From an optimization exercise on the open Yosys and OpenROAD flow, aimed at small area; shortcuts taken in it are not production practice.
Where RTL was checked, it was by simulation tests only, not by an equivalence proof against the original.
Power and IR drop assume default switching activity. The flow treats the clock pin as an ideal source, which a real chip does not have.

==> module sha1_core, before the edit <==
module sha1_core (
	input  logic           clk,
	input  logic           reset,
	input  logic           start,
	input  logic [511:0]   block,
	output logic           busy,
	output logic           done,
	output logic [159:0]   hash
);
	localparam logic [31:0] iv0 = 32'h67452301;
	localparam logic [31:0] iv1 = 32'hEFCDAB89;
	localparam logic [31:0] iv2 = 32'h98BADCFE;
	localparam logic [31:0] iv3 = 32'h10325476;
	localparam logic [31:0] iv4 = 32'hC3D2E1F0;
	localparam logic [31:0] k0  = 32'h5A827999;
	localparam logic [31:0] k1  = 32'h6ED9EBA1;
	localparam logic [31:0] k2  = 32'h8F1BBCDC;
	localparam logic [31:0] k3  = 32'hCA62C1D6;
	localparam logic [2:0] ph_load = 3'd7;
	logic         accept;
	logic         j;
	logic [4:0]   sub;
	logic [2:0]   ph;
	logic         pseudo;
	logic         pre;
	logic         post;
	logic         wrap;
	logic         last;
	assign accept = start & ~busy;
	assign pseudo = ph[2];
	assign pre    = ph[2] & ph[0];
	assign post   = ph[2] & ~ph[0];
	assign wrap   = pseudo ? (sub == 5'd4) : (sub == 5'd19);
	assign last   = post & wrap & j;
	always_ff @(posedge clk)
	begin
		if (accept)
		begin
			j   <= 1'b0;
			sub <= 5'd0;
			ph  <= ph_load;
		end
		else
		begin
			j <= ~j;
			if (j)
			begin
				sub <= wrap ? 5'd0 : sub + 5'd1;
				ph  <= wrap ? ph + 3'd1 : ph;
			end
		end
	end
	always_ff @(posedge clk)
	begin
		if (reset)
		begin
			busy <= 1'b0;
			done <= 1'b0;
		end
		else
		begin
			done <= busy & last;
			if (accept)
				busy <= 1'b1;
			else if (last)
				busy <= 1'b0;
		end
	end
	logic        e_rot;
	logic        e_unrot;
	logic        expand;
	logic [1:0]  grp;
	logic [31:0] kw;
	logic [15:0] kd;
	assign grp     = ph[1:0];
	assign expand  = ~ph[2] & (ph[1] | ph[0] | sub[4]);
	assign e_unrot = post & (sub[2] | (sub[1] & sub[0]));
	assign e_rot   = ~pre & ~e_unrot;
	always_comb
	begin
		if (pseudo)
			case (sub[2:0])
				3'd0:    kw = pre ? {iv4[29:0], iv4[31:30]} : iv4;
				3'd1:    kw = pre ? {iv3[29:0], iv3[31:30]} : iv3;
				3'd2:    kw = pre ? {iv2[29:0], iv2[31:30]} : iv2;
				3'd3:    kw = iv1;
				default: kw = iv0;
			endcase
		else
			case (grp)
				2'd0:    kw = k0;
				2'd1:    kw = k1;
				2'd2:    kw = k2;
				default: kw = k3;
			endcase
	end
	assign kd = j ? kw[31:16] : kw[15:0];
	logic [161:0] ws;
	logic [15:0]  dg [0:9];
	logic [1:0]   d10;
	always_comb
	begin
		for (int i = 0; i < 10; i++)
			dg[i] = ws[159 - 16*i -: 16];
	end
	assign d10 = ws[161:160];
	logic [15:0] op_a;
	logic [15:0] op_b;
	logic [15:0] op_c;
	logic [15:0] op_d;
	logic [15:0] op_e;
	logic [15:0] op_f;
	logic [15:0] op_w;
	logic [15:0] t_d;
	assign op_a = {dg[1][10:0], j ? dg[2][15:11] : dg[0][15:11]};
	assign op_b = dg[3];
	assign op_c = {j ? dg[6][1:0] : dg[4][1:0], dg[5][15:2]};
	assign op_d = {j ? dg[8][1:0] : dg[6][1:0], dg[7][15:2]};
	always_comb
	begin
		if (e_rot)
			op_e = {j ? d10 : dg[8][1:0], dg[9][15:2]};
		else if (e_unrot)
			op_e = dg[9];
		else
			op_e = 16'd0;
	end
	logic f_ch;
	logic f_maj;
	logic f_par;
	assign f_ch  = (grp == 2'd0);
	assign f_maj = (grp == 2'd2);
	assign f_par = grp[0];
	assign op_f = ({16{f_ch}} & ((op_b & op_c) | (~op_b & op_d)))
		| ({16{f_maj}} & ((op_b & op_c) | (op_b & op_d) | (op_c & op_d)))
		| ({16{f_par}} & (op_b ^ op_c ^ op_d));
	logic [511:0] ss;
	logic [15:0]  sd [0:31];
	logic         pol;
	logic [15:0]  xb;
	logic         xtop;
	logic         xsave;
	logic [15:0]  wx;
	logic [15:0]  ring_in;
	logic [15:0]  wd;
	always_comb
	begin
		for (int i = 0; i < 32; i++)
			sd[i] = ss[16*i +: 16];
	end
	assign pol = ~j;
	assign xb   = sd[5] ^ sd[15] ^ sd[27] ^ sd[31];
	assign xtop = j ? xsave : (sd[4][15] ^ sd[14][15] ^ sd[26][15] ^ sd[30][15]);
	assign wx   = {xb[14:0], xtop};
	assign ring_in = expand ? (wx ^ {16{pol}}) : sd[31];
	assign wd      = ring_in ^ {16{pol}};
	assign op_w    = wd;
	always_ff @(posedge clk)
		xsave <= xb[15];
	logic [511:0] ss_load;
	always_comb
	begin
		for (int k = 0; k < 16; k++)
		begin
			ss_load[16*((53 - 2*k) % 32) +: 16] = block[(15 - k)*32 +: 16];
			ss_load[16*((52 - 2*k) % 32) +: 16] = block[(15 - k)*32 + 16 +: 16];
		end
	end
	always_ff @(posedge clk)
		ss <= ~(({512{~accept}} | ss_load) & ({512{~busy}} | {ss[495:0], ring_in}));
	logic [3:0]  cy;
	logic [3:0]  cin;
	logic [15:0] s1, c1, s2, c2, s3, c3;
	logic [16:0] rc;
	assign cin = j ? cy : 4'd0;
	logic [15:0] s1g, c1g;
	always_comb for (int i = 0; i < 16; i++) {c1[i], s1[i]} = {1'b0, op_a[i]} + {1'b0, op_f[i]} + {1'b0, op_w[i]};
	assign s1g = pseudo ? 16'd0 : s1;
	assign c1g = pseudo ? 16'd0 : c1;
	logic [15:0] c1s;
	assign c1s = {c1g[14:0], cin[0]};
	always_comb for (int i = 0; i < 16; i++) {c2[i], s2[i]} = {1'b0, s1g[i]} + {1'b0, c1s[i]} + {1'b0, op_e[i]};
	logic [15:0] c2s;
	assign c2s = {c2[14:0], cin[1]};
	always_comb for (int i = 0; i < 16; i++) {c3[i], s3[i]} = {1'b0, s2[i]} + {1'b0, c2s[i]} + {1'b0, kd[i]};
	logic [15:0] c3s;
	assign c3s = {c3[14:0], cin[2]};
	always_comb
	begin
		rc[0] = cin[3];
		for (int i = 0; i < 16; i++)
		begin
			{rc[i + 1], t_d[i]} = {1'b0, s3[i]} + {1'b0, c3s[i]} + {1'b0, rc[i]};
		end
	end
	always_ff @(posedge clk)
	begin
		cy <= {rc[16], c3[15], c2[15], c1g[15]};
		ws <= {ws[1:0], t_d, ws[159:16]};
	end
	assign hash = ws[159:0];
endmodule
clock: 10.0 ns
lec_check: 0
cap_margin: 20
core_margin: 2
core_utilization: 52
slew_margin: 20
standard.sh (not shown) runs the stock make flow with config.mk's settings and CLKGATE_MAP_FILE= SYNTH_SCRIPT=/design/flow/synth_recipe.tcl, a recipe that flattens the netlist after the stock synthesis.
==> flow/flow/run.sh <==
#!/bin/bash
# Standard layout, with plain buf_1 cells as the port buffers and a clock
# tree of larger sink clusters without dummy loads.
set -euo pipefail
export BUFFER_PORTS_ARGS="-buffer_cell sky130_fd_sc_hd__buf_1"
export CTS_ARGS="$(cat flow/cts_args.txt)"
bash standard.sh > standard_flow.log 2>&1
==> flow/flow/cts_args.txt <==
-sink_clustering_enable -repair_clock_nets -dont_use_dummy_load -sink_clustering_size 30 -sink_clustering_max_diameter 200 -buf_list sky130_fd_sc_hd__clkbuf_16
Rerun with:
--- a/flow/design.v
+++ b/flow/design.v
@@ -34,11 +34,11 @@
 	assign post   = ph[2] & ~ph[0];
 	assign wrap   = pseudo ? (sub == 5'd4) : (sub == 5'd19);
 	assign last   = post & wrap & j;
 	always_ff @(posedge clk)
 	begin
-		if (accept)
+		if (!busy)
 		begin
 			j   <= 1'b0;
 			sub <= 5'd0;
 			ph  <= ph_load;
 		end
@@ -152,11 +152,11 @@
 	end
 	assign pol = ~j;
 	assign xb   = sd[5] ^ sd[15] ^ sd[27] ^ sd[31];
 	assign xtop = j ? xsave : (sd[4][15] ^ sd[14][15] ^ sd[26][15] ^ sd[30][15]);
 	assign wx   = {xb[14:0], xtop};
-	assign ring_in = expand ? (wx ^ {16{pol}}) : sd[31];
+	assign ring_in = ({16{expand}} & (wx ^ {16{pol}})) | ({16{~expand}} & sd[31]);
 	assign wd      = ring_in ^ {16{pol}};
 	assign op_w    = wd;
 	always_ff @(posedge clk)
 		xsave <= xb[15];
 	logic [511:0] ss_load;
Result: Non-clock buffer count is lower by 3. Final cell count is higher slightly. First-iteration DRC count is lower by roughly a tenth. Critical path depth is lower by 1. Clock power is about the same. Worst setup slack got worse by 0.016 ns. Total power is lower by about a fifth. Count of clock-buffer cells in the layout stays the same. Area after synthesis is higher slightly.
For the second run of this note, only the layout was checked, not whether the RTL still works.

* * *

try-lagoon:
sha1_core, a different RTL version from the one above (not shown whole).
Size in the first run: roughly 1900 cells after synthesis, roughly 690 flip-flops, ~0.022 sq mm of cells after synthesis.
==> module sha1_core, before the edit <==
module sha1_core (
	input  logic           clk,
	input  logic           reset,
	input  logic           start,
	input  logic [511:0]   block,
	output logic           busy,
	output logic           done,
	output logic [159:0]   hash
);
	localparam logic [31:0] iv0 = 32'h67452301;
	localparam logic [31:0] iv1 = 32'hEFCDAB89;
	localparam logic [31:0] iv2 = 32'h98BADCFE;
	localparam logic [31:0] iv3 = 32'h10325476;
	localparam logic [31:0] iv4 = 32'hC3D2E1F0;
	localparam logic [31:0] k0  = 32'h5A827999;
	localparam logic [31:0] k1  = 32'h6ED9EBA1;
	localparam logic [31:0] k2  = 32'h8F1BBCDC;
	localparam logic [31:0] k3  = 32'hCA62C1D6;
	localparam logic [2:0] ph_load = 3'd7;
	logic         accept;
	logic         j;
	logic [4:0]   sub;
	logic [2:0]   ph;
	logic         pseudo;
	logic         pre;
	logic         post;
	logic         wrap;
	logic         last;
	assign accept = start & ~busy;
	assign pseudo = ph[2];
	assign pre    = ph[2] & ph[0];
	assign post   = ph[2] & ~ph[0];
	assign wrap   = pseudo ? (sub == 5'd4) : (sub == 5'd19);
	assign last   = post & wrap & j;
	always_ff @(posedge clk)
	begin
		if (accept)
		begin
			j   <= 1'b0;
			sub <= 5'd0;
			ph  <= ph_load;
		end
		else
		begin
			j <= ~j;
			if (j)
			begin
				sub <= wrap ? 5'd0 : sub + 5'd1;
				ph  <= wrap ? ph + 3'd1 : ph;
			end
		end
	end
	always_ff @(posedge clk)
	begin
		if (reset)
		begin
			busy <= 1'b0;
			done <= 1'b0;
		end
		else
		begin
			done <= busy & last;
			if (accept)
				busy <= 1'b1;
			else if (last)
				busy <= 1'b0;
		end
	end
	logic        e_rot;
	logic        e_unrot;
	logic        expand;
	logic [1:0]  grp;
	logic [31:0] kw;
	logic [15:0] kd;
	assign grp     = ph[1:0];
	assign expand  = ~ph[2] & (ph[1] | ph[0] | sub[4]);
	assign e_unrot = post & (sub[2] | (sub[1] & sub[0]));
	assign e_rot   = ~pre & ~e_unrot;
	always_comb
	begin
		if (pseudo)
			case (sub[2:0])
				3'd0:    kw = pre ? {iv4[29:0], iv4[31:30]} : iv4;
				3'd1:    kw = pre ? {iv3[29:0], iv3[31:30]} : iv3;
				3'd2:    kw = pre ? {iv2[29:0], iv2[31:30]} : iv2;
				3'd3:    kw = iv1;
				default: kw = iv0;
			endcase
		else
			case (grp)
				2'd0:    kw = k0;
				2'd1:    kw = k1;
				2'd2:    kw = k2;
				default: kw = k3;
			endcase
	end
	assign kd = j ? kw[31:16] : kw[15:0];
	logic [161:0] ws;
	logic [15:0]  dg [0:9];
	logic [1:0]   d10;
	always_comb
	begin
		for (int i = 0; i < 10; i++)
			dg[i] = ws[159 - 16*i -: 16];
	end
	assign d10 = ws[161:160];
	logic [15:0] op_a;
	logic [15:0] op_b;
	logic [15:0] op_c;
	logic [15:0] op_d;
	logic [15:0] op_e;
	logic [15:0] op_f;
	logic [15:0] op_w;
	logic [15:0] t_d;
	assign op_a = {dg[1][10:0], j ? dg[2][15:11] : dg[0][15:11]};
	assign op_b = dg[3];
	assign op_c = {j ? dg[6][1:0] : dg[4][1:0], dg[5][15:2]};
	assign op_d = {j ? dg[8][1:0] : dg[6][1:0], dg[7][15:2]};
	always_comb
	begin
		if (e_rot)
			op_e = {j ? d10 : dg[8][1:0], dg[9][15:2]};
		else if (e_unrot)
			op_e = dg[9];
		else
			op_e = 16'd0;
	end
	always_comb
	begin
		case (grp)
			2'd0:    op_f = (op_b & op_c) | (~op_b & op_d);
			2'd2:    op_f = (op_b & op_c) | (op_b & op_d) | (op_c & op_d);
			default: op_f = op_b ^ op_c ^ op_d;
		endcase
	end
	logic [511:0] ss;
	logic [15:0]  sd [0:31];
	logic         pol;
	logic [15:0]  xb;
	logic         xtop;
	logic         xsave;
	logic [15:0]  wx;
	logic [15:0]  ring_in;
	logic [15:0]  wd;
	always_comb
	begin
		for (int i = 0; i < 32; i++)
			sd[i] = ss[16*i +: 16];
	end
	assign pol = ~j;
	assign xb   = sd[5] ^ sd[15] ^ sd[27] ^ sd[31];
	assign xtop = j ? xsave : (sd[4][15] ^ sd[14][15] ^ sd[26][15] ^ sd[30][15]);
	assign wx   = {xb[14:0], xtop};
	assign ring_in = expand ? (wx ^ {16{pol}}) : sd[31];
	assign wd      = ring_in ^ {16{pol}};
	assign op_w    = wd;
	always_ff @(posedge clk)
		xsave <= xb[15];
	logic [511:0] ss_load;
	always_comb
	begin
		for (int k = 0; k < 16; k++)
		begin
			ss_load[16*((53 - 2*k) % 32) +: 16] = block[(15 - k)*32 +: 16];
			ss_load[16*((52 - 2*k) % 32) +: 16] = block[(15 - k)*32 + 16 +: 16];
		end
	end
	always_ff @(posedge clk)
		ss <= ~(({512{~accept}} | ss_load) & ({512{~busy}} | {ss[495:0], ring_in}));
	logic [3:0]  cy;
	logic [3:0]  cin;
	logic [15:0] s1, c1, s2, c2, s3, c3;
	logic [16:0] rc;
	assign cin = j ? cy : 4'd0;
	logic [15:0] s1g, c1g;
	always_comb for (int i = 0; i < 16; i++) {c1[i], s1[i]} = {1'b0, op_a[i]} + {1'b0, op_f[i]} + {1'b0, op_w[i]};
	assign s1g = pseudo ? 16'd0 : s1;
	assign c1g = pseudo ? 16'd0 : c1;
	logic [15:0] c1s;
	assign c1s = {c1g[14:0], cin[0]};
	always_comb for (int i = 0; i < 16; i++) {c2[i], s2[i]} = {1'b0, s1g[i]} + {1'b0, c1s[i]} + {1'b0, op_e[i]};
	logic [15:0] c2s;
	assign c2s = {c2[14:0], cin[1]};
	always_comb for (int i = 0; i < 16; i++) {c3[i], s3[i]} = {1'b0, s2[i]} + {1'b0, c2s[i]} + {1'b0, kd[i]};
	logic [15:0] c3s;
	assign c3s = {c3[14:0], cin[2]};
	always_comb
	begin
		rc[0] = cin[3];
		for (int i = 0; i < 16; i++)
		begin
			{rc[i + 1], t_d[i]} = {1'b0, s3[i]} + {1'b0, c3s[i]} + {1'b0, rc[i]};
		end
	end
	always_ff @(posedge clk)
	begin
		cy <= {rc[16], c3[15], c2[15], c1g[15]};
		ws <= {ws[1:0], t_d, ws[159:16]};
	end
	assign hash = ws[159:0];
endmodule
clock: 10.0 ns
lec_check: 0
cap_margin: 20
core_aspect_ratio: 1.5
core_margin: 2
core_utilization: 66
slew_margin: 20
Scripts as last shown in full above: flow/flow/run.sh, flow/flow/cts_args.txt
FAIL try-lagoon @ I/O pin placement (3_2_place_iop): tool exited with error
For try-cedar, these inputs were changed with respect to try-lagoon:
-- flow/design.v --
<<< try-lagoon, line 169
	end
	always_ff @(posedge clk)
		ss <= ~(({512{~accept}} | ss_load) & ({512{~busy}} | {ss[495:0], ring_in}));
	logic [3:0]  cy;
	logic [3:0]  cin;
>>> try-cedar, line 169
	end
	always_ff @(posedge clk)
	begin
		if (accept)
			ss <= ~ss_load;
		else
			ss <= ~{ss[495:0], ring_in};
	end
	logic [3:0]  cy;
	logic [3:0]  cin;
--- outcome ---
Summary: with try-lagoon as the reference, mean instance size in the synthesized netlist in try-cedar moved up by more than 10%. try-cedar vs. try-lagoon: synthesized cell count went down by 4.1%. try-cedar ended with less sequential area share after synthesis than try-lagoon. | number of cell rows | try-cedar vs try-lagoon | 3 higher |. Summary of the comparison: area after synthesis is higher in try-cedar, relative to try-lagoon. try-cedar against try-lagoon: adder-cell share of the synthesized area fell 0.50 points, fraction of synthesized area in multiplexers rose 20 points. The lower fraction of the mapped netlist area in simple logic gates came out of try-cedar. try-cedar was carried through to the last stage, and its layout satisfied the timing, DRC and antenna checks. Post-synthesis compound-gate area fraction (lower): try-cedar.
No functional check of the RTL was part of try-lagoon.

## re-timing with driven ports
How much do the figures lean on ideal ports? The routed layouts below were timed once more, with nothing changed but the port constraints.
Step 1 assumes that a clkbuf_16 drives the clock port and a buf_2 every other input.
Step 2 moves the port delays by t, midway between the first and last clock arrival at a register: inputs arrive t later, outputs are due t later. That takes back most of the time a late clock gives input paths.
Slacks: ideal / step 1 / step 2; pairs: ideal / step 1.
run | t (ns) | setup WS [ns] | clock arrival spread, ns
the first run of note 1 | 0.639 | 0.383 / 0.383 / 0.383 | 0.061 / 0.061
the second run of note 1 | 0.660 | 0.367 / 0.367 / 0.367 | 0.056 / 0.057
try-cedar | 0.647 | 0.338 / 0.338 / 0.338 | 0.020 / 0.019
After both steps every run listed still meets setup and hold.
